Source: an optimization exercise on an open RTL-to-GDS flow (aim: small area, a short achievable clock period and few clock cycles per item). Production flows keep margins and buffers that such runs may drop. Only simulation tests tie the RTL to the original design; equivalence was not proved. Power is estimated from default activity; no workload was simulated.

== P ==
==> flow/design.v <==
module reg_file_array #(
    parameter int                DATA_W   = 32,
    parameter int                DEPTH    = 64,
    parameter int                LO_N     = 8,
    parameter logic [DATA_W-1:0] ID_VALUE = 32'hACC0_0001
) (
    input  logic                     clk,
    input  logic                     clr,
    input  logic [LO_N-1:0]          wlo,
    input  logic [DEPTH/LO_N-1:0]    whi,
    input  logic [DATA_W-1:0]        wdata,
    input  logic [DATA_W/8-1:0]      wstrb,
    input  logic [LO_N-1:0]          rlo,
    input  logic [DEPTH/LO_N-1:0]    rhi,
    output logic [DATA_W-1:0]        rdata
);
    localparam int NB = DATA_W / 8;
    logic [DEPTH-1:1][DATA_W-1:0] mem;
    logic [DATA_W-1:0]            din;
    logic [NB-1:0]                strb_eff;
    assign din      = clr ? '0 : wdata;
    assign strb_eff = clr ? '1 : wstrb;
    for (genvar i = 1; i < DEPTH; i++) begin : g_row
        logic row_en;
        assign row_en = clr || (whi[i / LO_N] && wlo[i % LO_N]);
        for (genvar b = 0; b < NB; b++) begin : g_byte
            always_ff @(posedge clk) begin
                if (row_en && strb_eff[b])
                    mem[i][b*8 +: 8] <= din[b*8 +: 8];
            end
        end
    end
    logic [DEPTH/LO_N-1:0][DATA_W-1:0] grp;
    always_comb begin
        for (int g = 0; g < DEPTH / LO_N; g++) begin
            grp[g] = (g == 0 && rlo[0]) ? ID_VALUE : '0;
            for (int k = 0; k < LO_N; k++)
                if (g * LO_N + k > 0 && rlo[k])
                    grp[g] = grp[g] | mem[g * LO_N + k];
        end
        rdata = '0;
        for (int g = 0; g < DEPTH / LO_N; g++)
            if (rhi[g])
                rdata = rdata | grp[g];
    end
endmodule
module reg_file_ctrl #(
    parameter int                DATA_W   = 32,
    parameter int                ADDR_W   = 8,
    parameter int                DEPTH    = 64,
    parameter int                RO_COUNT = 1,
    parameter logic [DATA_W-1:0] ID_VALUE = 32'hACC0_0001
) (
    input  logic                  clk,
    input  logic                  reset,
    input  logic                  req_valid,
    output logic                  req_ready,
    input  logic [1:0]            req_op,
    input  logic [ADDR_W-1:0]     req_addr,
    input  logic [DATA_W-1:0]     req_wdata,
    input  logic [DATA_W/8-1:0]   req_wstrb,
    output logic                  rsp_valid,
    input  logic                  rsp_ready,
    output logic [DATA_W-1:0]     rsp_rdata,
    output logic [3:0]            rsp_error,
    output logic [7:0]            err_count
);
    localparam logic [1:0] OP_NOP   = 2'b00;
    localparam logic [1:0] OP_WRITE = 2'b01;
    localparam logic [1:0] OP_READ  = 2'b10;
    localparam logic [1:0] OP_RSVD  = 2'b11;
    localparam logic [1:0] ERR_OK     = 2'd0;
    localparam logic [1:0] ERR_ADDR   = 2'd1;
    localparam logic [1:0] ERR_OPCODE = 2'd2;
    localparam logic [1:0] ERR_RO     = 2'd3;
    localparam int LO_N = 8;             
    localparam int HI_N = DEPTH / LO_N;
    logic             addr_ok;
    logic             addr_ro;
    logic [1:0]       req_err;
    logic             req_rd;
    logic             req_wr;
    assign addr_ok = 32'(req_addr) < DEPTH;
    assign addr_ro = 32'(req_addr) < RO_COUNT;
    always_comb begin
        if (req_op == OP_RSVD)
            req_err = ERR_OPCODE;
        else if (!addr_ok)
            req_err = ERR_ADDR;
        else if (req_op == OP_WRITE && addr_ro)
            req_err = ERR_RO;
        else
            req_err = ERR_OK;
    end
    assign req_rd = (req_op == OP_READ) && addr_ok;
    assign req_wr = (req_op == OP_WRITE) && addr_ok && !addr_ro;
    logic              v0;           
    logic [LO_N-1:0]   p0_rlo;       
    logic [LO_N-1:0]   p0_wlo;       
    logic [HI_N-1:0]   p0_rhi;       
    logic [HI_N-1:0]   p0_whi;       
    logic [1:0]        p0_err;
    logic [DATA_W-1:0] p0_wdata;
    logic [DATA_W/8-1:0] p0_wstrb;
    logic              v1;           
    logic [DATA_W-1:0] rsp_data_q;
    logic [1:0]        rsp_err_q;
    logic              clr_q;        
    logic              full_q;       
    logic              ld1;          
    logic              ld0;          
    logic              rsp_hs;
    logic [DATA_W-1:0] arr_rdata;
    assign ld1       = !v1 || rsp_ready;
    assign ld0       = !v0 || ld1;
    assign req_ready = reset && (rsp_ready || !full_q);
    assign rsp_hs    = v1 && rsp_ready;
    always_ff @(posedge clk) begin
        if (!reset)
            v0 <= 1'b0;
        else if (ld0)
            v0 <= req_valid;
    end
    always_ff @(posedge clk) begin
        if (ld0) begin
            for (int k = 0; k < LO_N; k++)
                p0_rlo[k] <= req_addr[5:0] % LO_N == k;
            for (int k = 0; k < LO_N; k++)
                p0_wlo[k] <= req_addr[5:0] % LO_N == k;
            for (int k = 0; k < HI_N; k++) begin
                p0_rhi[k] <= req_rd && req_addr[5:0] / LO_N == k;
                p0_whi[k] <= req_wr && req_addr[5:0] / LO_N == k;
            end
            p0_err   <= req_err;
            p0_wdata <= req_wdata;
            p0_wstrb <= req_wstrb;
        end
    end
    always_ff @(posedge clk) begin
        if (!reset)
            v1 <= 1'b0;
        else if (ld1)
            v1 <= v0;
    end
    always_ff @(posedge clk) begin
        if (!reset)
            full_q <= 1'b0;
        else
            full_q <= (ld0 ? req_valid : v0) && (ld1 ? v0 : v1);
    end
    always_ff @(posedge clk)
        clr_q <= !reset;
    always_ff @(posedge clk) begin
        if (ld1) begin
            rsp_data_q <= arr_rdata;
            rsp_err_q  <= p0_err;
        end
    end
    assign rsp_valid = v1;
    assign rsp_rdata = rsp_data_q;
    assign rsp_error = {2'b00, rsp_err_q};
    always_ff @(posedge clk) begin
        if (!reset)
            err_count <= 8'd0;
        else if (rsp_hs && rsp_err_q != ERR_OK && err_count != 8'hFF)
            err_count <= err_count + 8'd1;
    end
    reg_file_array #(
        .DATA_W   (DATA_W),
        .DEPTH    (DEPTH),
        .LO_N     (LO_N),
        .ID_VALUE (ID_VALUE)
    ) u_array (
        .clk   (clk),
        .clr   (clr_q),
        .wlo   (p0_wlo),
        .whi   (v0 ? p0_whi : '0),
        .wdata (p0_wdata),
        .wstrb (p0_wstrb),
        .rlo   (p0_rlo),
        .rhi   (p0_rhi),
        .rdata (arr_rdata)
    );
endmodule
Settings: LEC_CHECK=0, CAP_MARGIN=20, CORE_MARGIN=2, CORE_UTILIZATION=40, CTS_CLUSTER_DIAMETER=80, CTS_CLUSTER_SIZE=24, PLACE_DENSITY=0.45, SETUP_SLACK_MARGIN=4.8, SLEW_MARGIN=20; clock period 8.0 ns.
standard.sh (not shown) runs the stock make flow with config.mk's settings and CLKGATE_MAP_FILE= SYNTH_SCRIPT=/design/flow/synth_recipe.tcl, a recipe that flattens the netlist after the stock synthesis.
==> flow/flow/run.sh <==
#!/bin/bash
set -euo pipefail
cd "$(dirname "$0")/.."
export CTS_ARGS="-sink_clustering_enable -repair_clock_nets -sink_clustering_size 24 -sink_clustering_max_diameter 80 -dont_use_dummy_load"
export BUFFER_PORTS_ARGS="-buffer_cell sky130_fd_sc_hd__buf_1"
bash standard.sh finish > standard.log 2>&1
test -f out/final.def
P: full flow OK, the timing, DRC and antenna checks passed
Testbench counts of P, summed over its fixed seeds: cycles 16,016, items 16,000.
Input-level comparison between Q and P:
-- flow/design.v --
<<< P, line 31
        end
    end
    logic [DEPTH/LO_N-1:0][DATA_W-1:0] grp;
    always_comb begin
        for (int g = 0; g < DEPTH / LO_N; g++) begin
            grp[g] = (g == 0 && rlo[0]) ? ID_VALUE : '0;
            for (int k = 0; k < LO_N; k++)
                if (g * LO_N + k > 0 && rlo[k])
                    grp[g] = grp[g] | mem[g * LO_N + k];
        end
        rdata = '0;
        for (int g = 0; g < DEPTH / LO_N; g++)
            if (rhi[g])
                rdata = rdata | grp[g];
    end
endmodule
>>> Q, line 31
        end
    end
    always_comb begin
        rdata = (rhi[0] && rlo[0]) ? ID_VALUE : '0;
        for (int i = 1; i < DEPTH; i++)
            if (rhi[i / LO_N] && rlo[i % LO_N])
                rdata = rdata | mem[i];
    end
endmodule
<<< P, line 125
        if (ld0) begin
            for (int k = 0; k < LO_N; k++)
                p0_rlo[k] <= req_addr[5:0] % LO_N == k;
            for (int k = 0; k < LO_N; k++)
                p0_wlo[k] <= req_addr[5:0] % LO_N == k;
            for (int k = 0; k < HI_N; k++) begin
                p0_rhi[k] <= req_rd && req_addr[5:0] / LO_N == k;
                p0_whi[k] <= req_wr && req_addr[5:0] / LO_N == k;
            end
            p0_err   <= req_err;
>>> Q, line 118
        if (ld0) begin
            for (int k = 0; k < LO_N; k++)
                p0_rlo[k] <= req_addr[2:0] == 3'(k);
            for (int k = 0; k < LO_N; k++)
                p0_wlo[k] <= req_addr[2:0] == 3'(k);
            for (int k = 0; k < HI_N; k++) begin
                p0_rhi[k] <= req_rd && req_addr[5:3] == 3'(k);
                p0_whi[k] <= req_wr && req_addr[5:3] == 3'(k);
            end
            p0_err   <= req_err;
Results
- Taking P as the reference point, the setup slack of Q rises by 0.099 ns.
- Q vs P, shortest clock period the worst path allows after layout went down by 0.099 ns.
- Going from P to Q, clock share of power shows a reduction of 0.6 points; combinational gate power went up about 7%.
- On post-route met1 wirelength: Q sits above P.
- Between P and Q, overall fraction of global-route tracks in use is lower for P, Q comes in above that.
- Number of filler instances in the final layout in Q vs P: up 2.2%
- Worst voltage drop across the vdd grid, P and Q: higher on Q
- Number of tap cells inserted in Q vs P: up 98
- Power: Q draws less than P
- Depth of the CTS H-tree ends up lower on Q.
- Q vs P — weighted congestion reported at the end of routability-driven placement climbed by more than 10%
- The routing usage on met3 of Q is higher than that of P.
- When Q is set beside P, its y dimension of the die turns out to be 0.85% larger.
Testbench counts of Q, summed over its fixed seeds: cycles 16,016, items 16,000.

[port drivers added, routing unchanged]
The results above use ideal ports. As a check the final layouts listed here were re-extracted and re-timed, cells and wires unchanged.
Step 1: set_driving_cell puts a clkbuf_16 on clk and a buf_2 on each other input, an assumption about the parent block.
Step 2 adds t to the input delays and takes it off the output delays; t is the mean of the earliest and latest rising clock arrival at the registers after step 1. Input paths then give back, and output paths get back, about the clock's delay inside the block.
a / b / c = no drivers / after step 1 / after step 2; a / b = the first two.
run	t, ns	setup slack, ns	worst hold slack (ns)	pins driven straight from the clock port
P	0.855	4.375 / 4.329 / 4.329	0.431 / 0.431 / 0.431	1
Q	0.881	4.474 / 4.404 / 4.083	0.427 / 0.427 / 0.427	1
After both steps every run listed still meets setup and hold. The setup slack of Q, which loses most, moves by -0.070 ns with the drivers and by -0.391 ns with both steps.
